Context: an optimization exercise on an open-source flow, tuned for small area, a short achievable clock period and few clock cycles per item. The choices shown serve that exercise and are no tape-out recipe. Only simulation tests tie the RTL to the original design; equivalence was not proved. Power figures rest on the tool's default switching activity, not on a simulated workload.

**flow/run.sh**
```bash
#!/bin/bash
# synth_recipe.tcl (not shown) runs the flow's synth.tcl, then flattens the netlist and writes it again
# the make line also repeats each setting of config.mk as NAME=value (left out here)
make -C /OpenROAD-flow-scripts/flow DESIGN_CONFIG=/design/flow/config.mk WORK_HOME=/design/flow/orfs CLKGATE_MAP_FILE= SYNTH_SCRIPT=/design/flow/synth_recipe.tcl finish
```
**flow/config.mk**
```make
export PLATFORM = sky130hd
export DESIGN_NAME = vector_accel_speed_limiter_top
export DESIGN_NICKNAME = vector_accel_speed_limiter_top
export VERILOG_FILES = /design/flow/design.v
export SDC_FILE = /design/flow/constraint.sdc
export NUM_CORES = 4
export LEC_CHECK = 0
export CAP_MARGIN = 20
export CORE_MARGIN = 2
export CORE_UTILIZATION = 40
export SLEW_MARGIN = 20
```
**flow/constraint.sdc**
```tcl
create_clock -name core_clock -period 12.0 [get_ports {clk}]
set_input_delay 2.4000 -clock core_clock [delete_from_list [all_inputs] [get_ports {clk}]]
set_output_delay 2.4000 -clock core_clock [all_outputs]
set_load 0.01 [all_outputs]
```
**flow/design.v**
```verilog
package vasl_pkg;
    localparam int CmdW = 5;
    typedef logic [CmdW-1:0] vasl_cmd_t;
    localparam vasl_cmd_t CMD_NONE   = 5'd0;
    localparam vasl_cmd_t CMD_LOAD   = 5'd1;
    localparam vasl_cmd_t CMD_LIM    = 5'd2;
    localparam vasl_cmd_t CMD_DSQX   = 5'd3;
    localparam vasl_cmd_t CMD_DSQY   = 5'd4;
    localparam vasl_cmd_t CMD_DCMP   = 5'd5;
    localparam vasl_cmd_t CMD_ROOT   = 5'd6;
    localparam vasl_cmd_t CMD_DIV_DX = 5'd7;
    localparam vasl_cmd_t CMD_DQX    = 5'd8;
    localparam vasl_cmd_t CMD_DIV_DY = 5'd9;
    localparam vasl_cmd_t CMD_DQY    = 5'd10;
    localparam vasl_cmd_t CMD_VUPD   = 5'd11;
    localparam vasl_cmd_t CMD_VSQX   = 5'd12;
    localparam vasl_cmd_t CMD_VSQY   = 5'd13;
    localparam vasl_cmd_t CMD_VCMP   = 5'd14;
    localparam vasl_cmd_t CMD_DIV_SX = 5'd15;
    localparam vasl_cmd_t CMD_SQX    = 5'd16;
    localparam vasl_cmd_t CMD_DIV_SY = 5'd17;
    localparam vasl_cmd_t CMD_SQY    = 5'd18;
    localparam vasl_cmd_t CMD_PMX    = 5'd19;
    localparam vasl_cmd_t CMD_PAX    = 5'd20;
    localparam vasl_cmd_t CMD_PMY    = 5'd21;
    localparam vasl_cmd_t CMD_PAY    = 5'd22;
    localparam vasl_cmd_t CMD_DIV_AX = 5'd23;
    localparam vasl_cmd_t CMD_AQX    = 5'd24;
    localparam vasl_cmd_t CMD_DIV_AY = 5'd25;
    localparam vasl_cmd_t CMD_AQY    = 5'd26;
    localparam vasl_cmd_t CMD_OUT    = 5'd27;
    localparam logic [1:0] REG_ACCEL = 2'd0;
    localparam logic [1:0] REG_SPEED = 2'd1;
    localparam logic [1:0] REG_STEP  = 2'd2;
    localparam logic [15:0] ACCEL_RESET = 16'd768;
    localparam logic [14:0] SPEED_RESET = 15'd1024;
    localparam logic [15:0] STEP_RESET  = 16'd6554;
    localparam logic [2:0] OP_VELOCITY = 3'd0;
    localparam logic [2:0] OP_RETURN   = 3'd1;
    localparam logic [2:0] OP_LOITER   = 3'd2;
    localparam logic [2:0] OP_LAND     = 3'd3;
    localparam logic [2:0] OP_TAKEOFF  = 3'd4;
    localparam logic [2:0] OP_NONE     = 3'd5;
    localparam logic [2:0] OP_SPARE_A  = 3'd6;
    localparam logic [2:0] OP_SPARE_B  = 3'd7;
    typedef logic [2:0] vasl_status_t;
    localparam int ST_CMP_GT    = 2;
    localparam int ST_ROOT_DONE = 1;
    localparam int ST_DIV_DONE  = 0;
endpackage
import vasl_pkg::*;
module vasl_div
(
    input  logic        clk,
    input  logic        rst_n,
    input  logic        start,
    input  logic [31:0] num,
    input  logic [16:0] den,
    output logic [31:0] quot,
    output logic        done
);
    logic [31:0] n_reg, n_next;
    logic [31:0] q_reg, q_next;
    logic [16:0] rem_reg, rem_next;
    logic [16:0] den_reg, den_next;
    logic [4:0]  cnt_reg, cnt_next;
    logic        busy_reg, busy_next;
    logic        done_reg, done_next;
    logic [17:0] shifted;
    logic [17:0] diff;
    always_comb
    begin
        shifted   = {rem_reg, n_reg[31]};
        diff      = shifted - {1'b0, den_reg};
        n_next    = n_reg;
        q_next    = q_reg;
        rem_next  = rem_reg;
        den_next  = den_reg;
        cnt_next  = cnt_reg;
        busy_next = busy_reg;
        done_next = 1'b0;
        if (start)
        begin
            n_next    = num;
            q_next    = '0;
            rem_next  = '0;
            den_next  = den;
            cnt_next  = 5'd31;
            busy_next = 1'b1;
        end
        else if (busy_reg)
        begin
            n_next = {n_reg[30:0], 1'b0};
            if (shifted >= {1'b0, den_reg})
            begin
                rem_next = diff[16:0];
                q_next   = {q_reg[30:0], 1'b1};
            end
            else
            begin
                rem_next = shifted[16:0];
                q_next   = {q_reg[30:0], 1'b0};
            end
            if (cnt_reg == 5'd0)
            begin
                busy_next = 1'b0;
                done_next = 1'b1;
            end
            else
            begin
                cnt_next = cnt_reg - 5'd1;
            end
        end
    end
    always_ff @(posedge clk or negedge rst_n)
    begin
        if (!rst_n)
        begin
            busy_reg <= 1'b0;
            done_reg <= 1'b0;
            cnt_reg  <= '0;
        end
        else
        begin
            busy_reg <= busy_next;
            done_reg <= done_next;
            cnt_reg  <= cnt_next;
        end
    end
    always_ff @(posedge clk)
    begin
        n_reg   <= n_next;
        q_reg   <= q_next;
        rem_reg <= rem_next;
        den_reg <= den_next;
    end
    assign quot = q_reg;
    assign done = done_reg;
endmodule
import vasl_pkg::*;
module vasl_sqrt
(
    input  logic        clk,
    input  logic        rst_n,
    input  logic        start,
    input  logic [33:0] radicand,
    output logic [16:0] root,
    output logic        done
);
    logic [33:0] x_reg, x_next;
    logic [20:0] rem_reg, rem_next;
    logic [16:0] root_reg, root_next;
    logic [4:0]  cnt_reg, cnt_next;
    logic        busy_reg, busy_next;
    logic        done_reg, done_next;
    logic [20:0] shifted;
    logic [20:0] trial;
    always_comb
    begin
        shifted   = {rem_reg[18:0], x_reg[33:32]};
        trial     = {2'b00, root_reg, 2'b01};
        x_next    = x_reg;
        rem_next  = rem_reg;
        root_next = root_reg;
        cnt_next  = cnt_reg;
        busy_next = busy_reg;
        done_next = 1'b0;
        if (start)
        begin
            x_next    = radicand;
            rem_next  = '0;
            root_next = '0;
            cnt_next  = 5'd16;
            busy_next = 1'b1;
        end
        else if (busy_reg)
        begin
            x_next = {x_reg[31:0], 2'b00};
            if (shifted >= trial)
            begin
                rem_next  = shifted - trial;
                root_next = {root_reg[15:0], 1'b1};
            end
            else
            begin
                rem_next  = shifted;
                root_next = {root_reg[15:0], 1'b0};
            end
            if (cnt_reg == 5'd0)
            begin
                busy_next = 1'b0;
                done_next = 1'b1;
            end
            else
            begin
                cnt_next = cnt_reg - 5'd1;
            end
        end
    end
    always_ff @(posedge clk or negedge rst_n)
    begin
        if (!rst_n)
        begin
            busy_reg <= 1'b0;
            done_reg <= 1'b0;
            cnt_reg  <= '0;
        end
        else
        begin
            busy_reg <= busy_next;
            done_reg <= done_next;
            cnt_reg  <= cnt_next;
        end
    end
    always_ff @(posedge clk)
    begin
        x_reg    <= x_next;
        rem_reg  <= rem_next;
        root_reg <= root_next;
    end
    assign root = root_reg;
    assign done = done_reg;
endmodule
import vasl_pkg::*;
module vasl_ctrl
(
    input  logic         clk,
    input  logic         rst_n,
    input  logic         in_valid,
    output logic         in_ready,
    output logic         out_valid,
    input  logic         out_ready,
    input  logic [2:0]   status,
    output logic [4:0]   cmd
);
    localparam logic [4:0] S_IDLE  = 5'd0;
    localparam logic [4:0] S_LIM   = 5'd1;
    localparam logic [4:0] S_DSQX  = 5'd2;
    localparam logic [4:0] S_DSQY  = 5'd3;
    localparam logic [4:0] S_DCMP  = 5'd4;
    localparam logic [4:0] S_DROOT = 5'd5;
    localparam logic [4:0] S_DRW   = 5'd6;
    localparam logic [4:0] S_DDX   = 5'd7;
    localparam logic [4:0] S_DWX   = 5'd8;
    localparam logic [4:0] S_DDY   = 5'd9;
    localparam logic [4:0] S_DWY   = 5'd10;
    localparam logic [4:0] S_VUPD  = 5'd11;
    localparam logic [4:0] S_VSQX  = 5'd12;
    localparam logic [4:0] S_VSQY  = 5'd13;
    localparam logic [4:0] S_VCMP  = 5'd14;
    localparam logic [4:0] S_SROOT = 5'd15;
    localparam logic [4:0] S_SRW   = 5'd16;
    localparam logic [4:0] S_SDX   = 5'd17;
    localparam logic [4:0] S_SWX   = 5'd18;
    localparam logic [4:0] S_SDY   = 5'd19;
    localparam logic [4:0] S_SWY   = 5'd20;
    localparam logic [4:0] S_PMX   = 5'd21;
    localparam logic [4:0] S_PAX   = 5'd22;
    localparam logic [4:0] S_PMY   = 5'd23;
    localparam logic [4:0] S_PAY   = 5'd24;
    localparam logic [4:0] S_ADX   = 5'd25;
    localparam logic [4:0] S_AWX   = 5'd26;
    localparam logic [4:0] S_ADY   = 5'd27;
    localparam logic [4:0] S_AWY   = 5'd28;
    localparam logic [4:0] S_OUT   = 5'd29;
    logic [4:0] state_reg, state_next;
    logic       out_valid_reg, out_valid_next;
    always_comb
    begin
        state_next = state_reg;
        cmd        = CMD_NONE;
        unique case (state_reg)
            S_IDLE:
            begin
                if (in_valid)
                begin
                    cmd        = CMD_LOAD;
                    state_next = S_LIM;
                end
            end
            S_LIM:  begin cmd = CMD_LIM;  state_next = S_DSQX; end
            S_DSQX: begin cmd = CMD_DSQX; state_next = S_DSQY; end
            S_DSQY: begin cmd = CMD_DSQY; state_next = S_DCMP; end
            S_DCMP: begin cmd = CMD_DCMP; state_next = S_DROOT; end
            S_DROOT:
            begin
                if (status[ST_CMP_GT])
                begin
                    cmd        = CMD_ROOT;
                    state_next = S_DRW;
                end
                else
                begin
                    state_next = S_VUPD;
                end
            end
            S_DRW:  if (status[ST_ROOT_DONE]) state_next = S_DDX;
            S_DDX:  begin cmd = CMD_DIV_DX; state_next = S_DWX; end
            S_DWX:
            begin
                if (status[ST_DIV_DONE])
                begin
                    cmd        = CMD_DQX;
                    state_next = S_DDY;
                end
            end
            S_DDY:  begin cmd = CMD_DIV_DY; state_next = S_DWY; end
            S_DWY:
            begin
                if (status[ST_DIV_DONE])
                begin
                    cmd        = CMD_DQY;
                    state_next = S_VUPD;
                end
            end
            S_VUPD: begin cmd = CMD_VUPD; state_next = S_VSQX; end
            S_VSQX: begin cmd = CMD_VSQX; state_next = S_VSQY; end
            S_VSQY: begin cmd = CMD_VSQY; state_next = S_VCMP; end
            S_VCMP: begin cmd = CMD_VCMP; state_next = S_SROOT; end
            S_SROOT:
            begin
                if (status[ST_CMP_GT])
                begin
                    cmd        = CMD_ROOT;
                    state_next = S_SRW;
                end
                else
                begin
                    state_next = S_PMX;
                end
            end
            S_SRW:  if (status[ST_ROOT_DONE]) state_next = S_SDX;
            S_SDX:  begin cmd = CMD_DIV_SX; state_next = S_SWX; end
            S_SWX:
            begin
                if (status[ST_DIV_DONE])
                begin
                    cmd        = CMD_SQX;
                    state_next = S_SDY;
                end
            end
            S_SDY:  begin cmd = CMD_DIV_SY; state_next = S_SWY; end
            S_SWY:
            begin
                if (status[ST_DIV_DONE])
                begin
                    cmd        = CMD_SQY;
                    state_next = S_PMX;
                end
            end
            S_PMX:  begin cmd = CMD_PMX; state_next = S_PAX; end
            S_PAX:  begin cmd = CMD_PAX; state_next = S_PMY; end
            S_PMY:  begin cmd = CMD_PMY; state_next = S_PAY; end
            S_PAY:  begin cmd = CMD_PAY; state_next = S_ADX; end
            S_ADX:  begin cmd = CMD_DIV_AX; state_next = S_AWX; end
            S_AWX:
            begin
                if (status[ST_DIV_DONE])
                begin
                    cmd        = CMD_AQX;
                    state_next = S_ADY;
                end
            end
            S_ADY:  begin cmd = CMD_DIV_AY; state_next = S_AWY; end
            S_AWY:
            begin
                if (status[ST_DIV_DONE])
                begin
                    cmd        = CMD_AQY;
                    state_next = S_OUT;
                end
            end
            S_OUT:
            begin
                if (!out_valid_reg || out_ready)
                begin
                    cmd        = CMD_OUT;
                    state_next = S_IDLE;
                end
            end
            default: state_next = S_IDLE;
        endcase
    end
    always_comb
    begin
        out_valid_next = out_valid_reg;
        if (out_valid_reg && out_ready)
        begin
            out_valid_next = 1'b0;
        end
        if (cmd == CMD_OUT)
        begin
            out_valid_next = 1'b1;
        end
    end
    always_ff @(posedge clk or negedge rst_n)
    begin
        if (!rst_n)
        begin
            state_reg     <= S_IDLE;
            out_valid_reg <= 1'b0;
        end
        else
        begin
            state_reg     <= state_next;
            out_valid_reg <= out_valid_next;
        end
    end
    assign in_ready  = (state_reg == S_IDLE);
    assign out_valid = out_valid_reg;
endmodule
import vasl_pkg::*;
module vasl_datapath
(
    input  logic               clk,
    input  logic               rst_n,
    input  logic [4:0]         cmd,
    output logic [2:0]         status,
    input  logic               cfg_we,
    input  logic [1:0]         cfg_index,
    input  logic [15:0]        cfg_data,
    input  logic [2:0]         op,
    input  logic signed [15:0] target_vx,
    input  logic signed [15:0] target_vy,
    output logic signed [15:0] vel_x_out,
    output logic signed [15:0] vel_y_out,
    output logic signed [31:0] pos_x_out,
    output logic signed [31:0] pos_y_out,
    output logic signed [15:0] acc_x_out,
    output logic signed [15:0] acc_y_out
);
    logic [15:0] accel_reg;
    logic [14:0] speed_reg;
    logic [15:0] step_reg;
    logic signed [15:0] vel_x_reg, vel_y_reg;
    logic signed [31:0] pos_x_reg, pos_y_reg;
    logic signed [16:0] d_x_reg, d_y_reg;
    logic [15:0]        lim_reg;
    logic [33:0]        sum_reg;
    logic               cmp_reg;
    logic signed [35:0] prod_reg;
    logic signed [15:0] acc_x_reg, acc_y_reg;
    logic signed [15:0] ovx_reg, ovy_reg, oax_reg, oay_reg;
    logic signed [31:0] opx_reg, opy_reg;
    logic signed [17:0] mul_a, mul_b;
    logic signed [35:0] prod;
    logic [15:0]        mag_dx, mag_dy, mag_vx, mag_vy;
    logic signed [16:0] neg_dx, neg_dy, neg_vx, neg_vy;
    logic               take_target;
    logic signed [16:0] tx, ty;
    logic [32:0]        lim_round;
    logic        root_start, root_done;
    logic [16:0] root;
    logic        div_start, div_done;
    logic [31:0] div_num, quot;
    logic [16:0] div_den;
    logic signed [35:0] pstep;
    logic signed [33:0] pos_sum;
    logic signed [31:0] pos_sat;
    logic signed [31:0] pos_sel;
    logic signed [15:0] acc_sat;
    logic               acc_neg;
    logic signed [16:0] qd;
    logic signed [15:0] qv;
    assign neg_dx = -d_x_reg;
    assign neg_dy = -d_y_reg;
    assign neg_vx = -{vel_x_reg[15], vel_x_reg};
    assign neg_vy = -{vel_y_reg[15], vel_y_reg};
    assign mag_dx = d_x_reg[16] ? neg_dx[15:0] : d_x_reg[15:0];
    assign mag_dy = d_y_reg[16] ? neg_dy[15:0] : d_y_reg[15:0];
    assign mag_vx = vel_x_reg[15] ? neg_vx[15:0] : vel_x_reg;
    assign mag_vy = vel_y_reg[15] ? neg_vy[15:0] : vel_y_reg;
    always_comb
    begin
        mul_a = '0;
        mul_b = '0;
        unique case (cmd)
            CMD_LIM:    begin mul_a = {2'b00, accel_reg}; mul_b = {2'b00, step_reg}; end
            CMD_DSQX:   begin mul_a = {2'b00, mag_dx};    mul_b = {2'b00, mag_dx};   end
            CMD_DSQY:   begin mul_a = {2'b00, mag_dy};    mul_b = {2'b00, mag_dy};   end
            CMD_DCMP:   begin mul_a = {2'b00, lim_reg};   mul_b = {2'b00, lim_reg};  end
            CMD_DIV_DX: begin mul_a = {2'b00, mag_dx};    mul_b = {2'b00, lim_reg};  end
            CMD_DIV_DY: begin mul_a = {2'b00, mag_dy};    mul_b = {2'b00, lim_reg};  end
            CMD_VSQX:   begin mul_a = {2'b00, mag_vx};    mul_b = {2'b00, mag_vx};   end
            CMD_VSQY:   begin mul_a = {2'b00, mag_vy};    mul_b = {2'b00, mag_vy};   end
            CMD_VCMP:   begin mul_a = {3'b000, speed_reg}; mul_b = {3'b000, speed_reg}; end
            CMD_DIV_SX: begin mul_a = {2'b00, mag_vx};    mul_b = {3'b000, speed_reg}; end
            CMD_DIV_SY: begin mul_a = {2'b00, mag_vy};    mul_b = {3'b000, speed_reg}; end
            CMD_PMX:    begin mul_a = {{2{vel_x_reg[15]}}, vel_x_reg};
                              mul_b = {2'b00, step_reg}; end
            CMD_PMY:    begin mul_a = {{2{vel_y_reg[15]}}, vel_y_reg};
                              mul_b = {2'b00, step_reg}; end
            default:    begin mul_a = '0; mul_b = '0; end
        endcase
    end
    assign prod = mul_a * mul_b;
    assign root_start = (cmd == CMD_ROOT);
    assign div_start  = (cmd == CMD_DIV_DX) || (cmd == CMD_DIV_DY) ||
                        (cmd == CMD_DIV_SX) || (cmd == CMD_DIV_SY) ||
                        (cmd == CMD_DIV_AX) || (cmd == CMD_DIV_AY);
    always_comb
    begin
        div_num = prod[31:0];
        div_den = root;
        if (cmd == CMD_DIV_AX)
        begin
            div_num = {mag_dx, 16'h0000};
            div_den = {1'b0, step_reg};
        end
        else if (cmd == CMD_DIV_AY)
        begin
            div_num = {mag_dy, 16'h0000};
            div_den = {1'b0, step_reg};
        end
    end
    vasl_sqrt u_sqrt (
        .clk      (clk),
        .rst_n    (rst_n),
        .start    (root_start),
        .radicand (sum_reg),
        .root     (root),
        .done     (root_done)
    );
    vasl_div u_div (
        .clk   (clk),
        .rst_n (rst_n),
        .start (div_start),
        .num   (div_num),
        .den   (div_den),
        .quot  (quot),
        .done  (div_done)
    );
    assign take_target = (op == OP_VELOCITY) || (op == OP_RETURN);
    assign tx = take_target ? {target_vx[15], target_vx} : 17'sd0;
    assign ty = take_target ? {target_vy[15], target_vy} : 17'sd0;
    assign lim_round = {1'b0, prod[31:0]} + 33'd32768;
    always_comb
    begin
        qd = {1'b0, quot[15:0]};
        qv = quot[15:0];
        if (((cmd == CMD_DQX) && d_x_reg[16]) || ((cmd == CMD_DQY) && d_y_reg[16]))
        begin
            qd = -{1'b0, quot[15:0]};
        end
        if (((cmd == CMD_SQX) && vel_x_reg[15]) || ((cmd == CMD_SQY) && vel_y_reg[15]))
        begin
            qv = -quot[15:0];
        end
    end
    always_comb
    begin
        acc_neg = (cmd == CMD_AQX) ? d_x_reg[16] : d_y_reg[16];
        if (step_reg == 16'd0)
        begin
            acc_sat = 16'sd0;
        end
        else if (acc_neg)
        begin
            acc_sat = (quot > 32'd32768) ? 16'sh8000 : -quot[15:0];
        end
        else
        begin
            acc_sat = (quot > 32'd32767) ? 16'sh7FFF : quot[15:0];
        end
    end
    always_comb
    begin
        pos_sel = (cmd == CMD_PAX) ? pos_x_reg : pos_y_reg;
        pstep   = (prod_reg + 36'sd128) >>> 8;
        pos_sum = {{2{pos_sel[31]}}, pos_sel} + pstep[33:0];
        if (pos_sum > 34'sd2147483647)
        begin
            pos_sat = 32'h7FFFFFFF;
        end
        else if (pos_sum < -34'sd2147483648)
        begin
            pos_sat = 32'h80000000;
        end
        else
        begin
            pos_sat = pos_sum[31:0];
        end
    end
    always_ff @(posedge clk or negedge rst_n)
    begin
        if (!rst_n)
        begin
            accel_reg <= ACCEL_RESET;
            speed_reg <= SPEED_RESET;
            step_reg  <= STEP_RESET;
        end
        else if (cfg_we)
        begin
            unique case (cfg_index)
                REG_ACCEL: accel_reg <= cfg_data;
                REG_SPEED: speed_reg <= cfg_data[14:0];
                REG_STEP:  step_reg  <= cfg_data;
                default:   ;
            endcase
        end
    end
    always_ff @(posedge clk or negedge rst_n)
    begin
        if (!rst_n)
        begin
            vel_x_reg <= '0;
            vel_y_reg <= '0;
            pos_x_reg <= '0;
            pos_y_reg <= '0;
        end
        else
        begin
            unique case (cmd)
                CMD_VUPD:
                begin
                    vel_x_reg <= vel_x_reg + d_x_reg[15:0];
                    vel_y_reg <= vel_y_reg + d_y_reg[15:0];
                end
                CMD_SQX: vel_x_reg <= qv;
                CMD_SQY: vel_y_reg <= qv;
                CMD_PAX: pos_x_reg <= pos_sat;
                CMD_PAY: pos_y_reg <= pos_sat;
                default: ;
            endcase
        end
    end
    always_ff @(posedge clk)
    begin
        unique case (cmd)
            CMD_LOAD:
            begin
                d_x_reg <= tx - {vel_x_reg[15], vel_x_reg};
                d_y_reg <= ty - {vel_y_reg[15], vel_y_reg};
            end
            CMD_LIM:  lim_reg <= lim_round[31:16];
            CMD_DSQX: sum_reg <= {2'b00, prod[31:0]};
            CMD_DSQY: sum_reg <= sum_reg + {2'b00, prod[31:0]};
            CMD_DCMP: cmp_reg <= sum_reg > {2'b00, prod[31:0]};
            CMD_DQX:  d_x_reg <= qd;
            CMD_DQY:  d_y_reg <= qd;
            CMD_VSQX: sum_reg <= {2'b00, prod[31:0]};
            CMD_VSQY: sum_reg <= sum_reg + {2'b00, prod[31:0]};
            CMD_VCMP: cmp_reg <= sum_reg > {2'b00, prod[31:0]};
            CMD_PMX:  prod_reg <= prod;
            CMD_PMY:  prod_reg <= prod;
            CMD_AQX:  acc_x_reg <= acc_sat;
            CMD_AQY:  acc_y_reg <= acc_sat;
            CMD_OUT:
            begin
                ovx_reg <= vel_x_reg;
                ovy_reg <= vel_y_reg;
                opx_reg <= pos_x_reg;
                opy_reg <= pos_y_reg;
                oax_reg <= acc_x_reg;
                oay_reg <= acc_y_reg;
            end
            default: ;
        endcase
    end
    assign status[ST_CMP_GT]    = cmp_reg;
    assign status[ST_ROOT_DONE] = root_done;
    assign status[ST_DIV_DONE]  = div_done;
    assign vel_x_out = ovx_reg;
    assign vel_y_out = ovy_reg;
    assign pos_x_out = opx_reg;
    assign pos_y_out = opy_reg;
    assign acc_x_out = oax_reg;
    assign acc_y_out = oay_reg;
endmodule
import vasl_pkg::*;
module vector_accel_speed_limiter_top
(
    input  logic               clk,
    input  logic               rst_n,
    input  logic               cfg_we,
    input  logic [1:0]         cfg_index,
    input  logic [15:0]        cfg_data,
    input  logic               in_valid,
    output logic               in_ready,
    input  logic [2:0]         op,
    input  logic signed [15:0] target_vx,
    input  logic signed [15:0] target_vy,
    output logic               out_valid,
    input  logic               out_ready,
    output logic signed [15:0] vel_x_out,
    output logic signed [15:0] vel_y_out,
    output logic signed [31:0] pos_x_out,
    output logic signed [31:0] pos_y_out,
    output logic signed [15:0] acc_x_out,
    output logic signed [15:0] acc_y_out
);
    logic [4:0]   cmd;
    logic [2:0]   status;
    vasl_ctrl u_ctrl (
        .clk       (clk),
        .rst_n     (rst_n),
        .in_valid  (in_valid),
        .in_ready  (in_ready),
        .out_valid (out_valid),
        .out_ready (out_ready),
        .status    (status),
        .cmd       (cmd)
    );
    vasl_datapath u_dp (
        .clk       (clk),
        .rst_n     (rst_n),
        .cmd       (cmd),
        .status    (status),
        .cfg_we    (cfg_we),
        .cfg_index (cfg_index),
        .cfg_data  (cfg_data),
        .op        (op),
        .target_vx (target_vx),
        .target_vy (target_vy),
        .vel_x_out (vel_x_out),
        .vel_y_out (vel_y_out),
        .pos_x_out (pos_x_out),
        .pos_y_out (pos_y_out),
        .acc_x_out (acc_x_out),
        .acc_y_out (acc_y_out)
    );
endmodule
```
==> summary.md <==
| Metric | Value |
|---|---|
| Skew final | 0.0302 ns |
| Via count | 38499 |
| Max-slew headroom at the worst pin | 20.8% |
| Outcome | complete, no violations |
| Synthesized area per cell | 9.46 um^2 |
| Vias in the first global route | 37228 |
| DR DRC count | 0 |
| Congestion Overflow GR | 0 |
| Max Cap Violations | 0 |
| Post-synth top flop | edfxtp_1 |
| Core box area | 117000 um^2 |
| Crit-path most repeated cell | buf_4 |
| Critical Path Fanout Max | 12 |
| DR WL/cell | 21.3 um |
| Worst-Skew Late Latency | 0.67 ns |
| Fmax | 0.0867 GHz |
| Max Root-Sink Buffers | 3 |
| Area share of the largest cell type after synthesis | 22.7% |
| Final slew viol count | 0 |
| Die W | 347 um |
| DRT antenna net count | 0 |
| Cts bufs inserted | 61 |
| Yosys warns | 4 |
| Port Buf Inserts | 186 |
| Required time worst endpoint | 12.39 ns |
| Final setup violation count | 0 |
| Ports | 188 |
| Critical path launch point type | input pin |
| Largest net degree at the start of global routing | 91 |
| Root Driver | clkbuf_16 |
| Final Hold Vio Count | 0 |
| First-pass GRT wire length | 226000 um |
| Gr usage total | 24.2% |
| CP Capture Type | flip-flop |
| Synth area leaders | edfxtp_1 23%, fa_1 12%, dfrtp_1 8.1%, ha_1 7.6%, inv_1 4.4% |
| CTS HTree Levels | 2 |
| Placed insts | 6809 |
| Area leader, netlist | edfxtp_1 |
| CTS Sinks | 604 |
| Synth Instances | 4980 |
| Period utilization | 96.2% |
| Wirelength, routed | 148000 um |
| Register bit total from synthesis | 604 |
| Vias per cell | 5.56 |
| Share of layout cells above drive strength 1 | 12.0% |
| Netlist cell types | 103 |
| Slowest-stage cell, CP | fa_1 |
| Post-CTS Hold Buffers | 0 |
| DIE AREA | 121000 um^2 |
| Worst hold path class | reg2reg |
| Crit Path Class | in2reg |
| Worst path max stage delay | 0.58 ns |
| CTS clk-pin slew, worst paths | 0.06 ns |
| Lkg Pwr | 23.1 nW |
| CTS tree | built |
| Initial antenna violation count | 3 |
| EDFF count, synth | 356 |
| Min Tclk post-route | 11.54 ns |
| Unrepaired setup endpoints after global routing | false |
| Synthesized area | 47100 um^2 |
| # fillers | 10885 |
| Seq/Total Area, Yosys | 35.0% |
| Initial Util | 40.4% |
| Drt pass-1 iters | 6 |
| Die H | 347 um |
| Arrival time worst endpoint | 11.93 ns |
| Worst-Margin Slew | 1.19 ns |
| Worst hold margin | 0.416 ns |
| Syn nets | 5616 |
| Post-DP HPWL | 115000 um |
| NumNets Final | 5987 |
| FFs w/ async S/R, synth | 27.0% |
| Area delta synth->final | 16.4% |
| Rows | 125 |
| VDD IR-drop max | 0.113 mV |
| PwrDens | 80.5 nW/um^2 |
| Iter 0 DRT Violations | 3881 |
| Gpl congestion | 0.993 |
| Non-Filler Instances | 6930 |
logic make-up (layout without fill, tap and decap cells):
kind of cell    after synthesis  count (layout)  synth area share, %
flops                       604             604                 35.0
fa+ha+maj                   579             579                 20.0
buf+inv                     771            1195                 6.28
simple gates               1542            1542                 15.0
compound gates             1016            1016                 14.2
other cells                   0               2                    0
xor+xnor                    271             271                 5.12
mux                         197             197                 4.48
per-layer routing:
metal	up-vias	wire length (um)	GRT usage (%)
li1	17972	-	-
met1	18950	64600	34.1
met2	1331	66800	37.8
met3	246	11200	3.88
met4	0	5230	7.98
met5	-	0	0
path summary, 6_finish.rpt:
check / cells past startpoint / slack (ns) / start / end
max reg2reg: 36 / 0.60 / u_ctrl.state_reg[3] / u_dp.sum_reg[30]
min: 0 / 0.42 / u_dp.acc_x_reg[0] / u_dp.oax_reg[0]
min reg2reg: 0 / 0.42 / u_dp.acc_x_reg[0] / u_dp.oax_reg[0]
min in group asynchronous: 1 / 1.85 / rst_n / u_dp.u_div.cnt_reg[3]
max in group asynchronous: 3 / 8.81 / rst_n / u_dp.pos_x_reg[12]
max: 38 / 0.46 / in_valid / u_dp.cmp_reg
per-stage QoR:
step           util (%)  area, um^2  TNS (ns)  total power [mW]  worst slack (ns)
6_report           47.1       54900         0              4.42             0.461
5_1_grt            47.1       54900         0              4.54            0.0128
4_1_cts            47.0       54700         0              4.45            0.0712
3_5_place_dp       45.2       52600     -4.70              2.45            -0.678
2_1_floorplan         -       47100         0              2.36             0.696
3_3_place_gp       45.2       52600     -4.15              2.44            -0.586
cells in the mapped netlist, types with 55 or more instances:
library cell,n
inv_1,555
nand2_1,529
dfrtp_1,153
fa_1,290
mux2i_1,85
mux2_2,112
o21ai_0,246
dfxtp_1,85
edfxtp_1,356
xnor2_1,176
nor3_1,87
and2_1,65
clkbuf_1,164
a21o_1,59
nand3_1,90
nor2_1,478
a21oi_1,254
xor2_1,90
ha_1,288
a211oi_1,55
report_power, final:
| group | switching [mW] | internal, mW | leakage [nW] |
|---|---|---|---|
| Sequential | 0.0485 | 2.22 | 5.53 |
| Combinational | 0.0689 | 0.0732 | 16.6 |
| Clock | 0.878 | 1.13 | 0.995 |
critical path, delay by kind of cell:
family                   cells  cell delay (ns)
adder cells (fa/ha/maj)      8             3.76
AO/OA/AOI/OAI               10             2.26
buffers and inverters       11             1.95
AND/OR/NAND/NOR              8             1.37
XOR/XNOR                     1             0.19
cell usage in the layout, fill, tap and decap left out, types with 65 or more instances in the layout:
cell type / synthesis / routed
inv_1: 555 / 554
nand2_1: 529 / 529
nor2_1: 478 / 471
edfxtp_1: 356 / 356
buf_4: 2 / 331
fa_1: 290 / 290
ha_1: 288 / 288
a21oi_1: 254 / 253
o21ai_0: 246 / 244
clkdlybuf4s50_1: 0 / 184
xnor2_1: 176 / 174
dfrtp_1: 153 / 151
mux2_2: 112 / 112
xor2_1: 90 / 89
nand3_1: 90 / 87
mux2i_1: 85 / 85
dfxtp_1: 85 / 85
nor3_1: 87 / 83
and2_1: 65 / 65
layout make-up:
cell class                 instances  area (um^2)  share of cell area, %
inverter                         559         2100                   3.82
timing repair buffer             520         4410                   8.04
tap                             1524         1910                   3.48
sequential                       604        16500                   30.0
clock inverter                    30          400                  0.730
multi-input combinational       3605        27900                   50.8
clock buffer                      86         1690                   3.09
antenna                            2         5.00                0.00912
what timing repair did:
item / in CTS / in global routing
pin swaps: 0 / 1
resized for setup: 3 / 16
buffers inserted: 0 / 1
endpoints found under the setup margin: 2 / 8
Testbench counts, summed over its fixed seeds: cycles 774,480, items 4,800.

port drivers added, routing unchanged:
No port has a modelled driver above. Below, the same layout with a new extraction and two added sets of constraints.
Step 1 assumes that a clkbuf_16 drives the clock port and a buf_2 every other input.
Step 2 moves the port delays by t, midway between the first and last clock arrival at a register: inputs arrive t later, outputs are due t later. That takes back most of the time a late clock gives input paths.
Three values: ideal, step 1, step 2; two values: the first two.
shift t [ns]: 0.720
setup WS [ns]: 0.461 / 0.501 / -0.219
latest minus earliest clock arrival (ns): 0.032 / 0.031
worst data-port slew with drivers (ns): 0.10
cell pins on the clock port's net: 1
With both steps, setup timing fails in this run, where it was met with ideal ports. For this run, drivers alone change the setup slack by +0.040 ns; drivers and shift together by -0.680 ns.
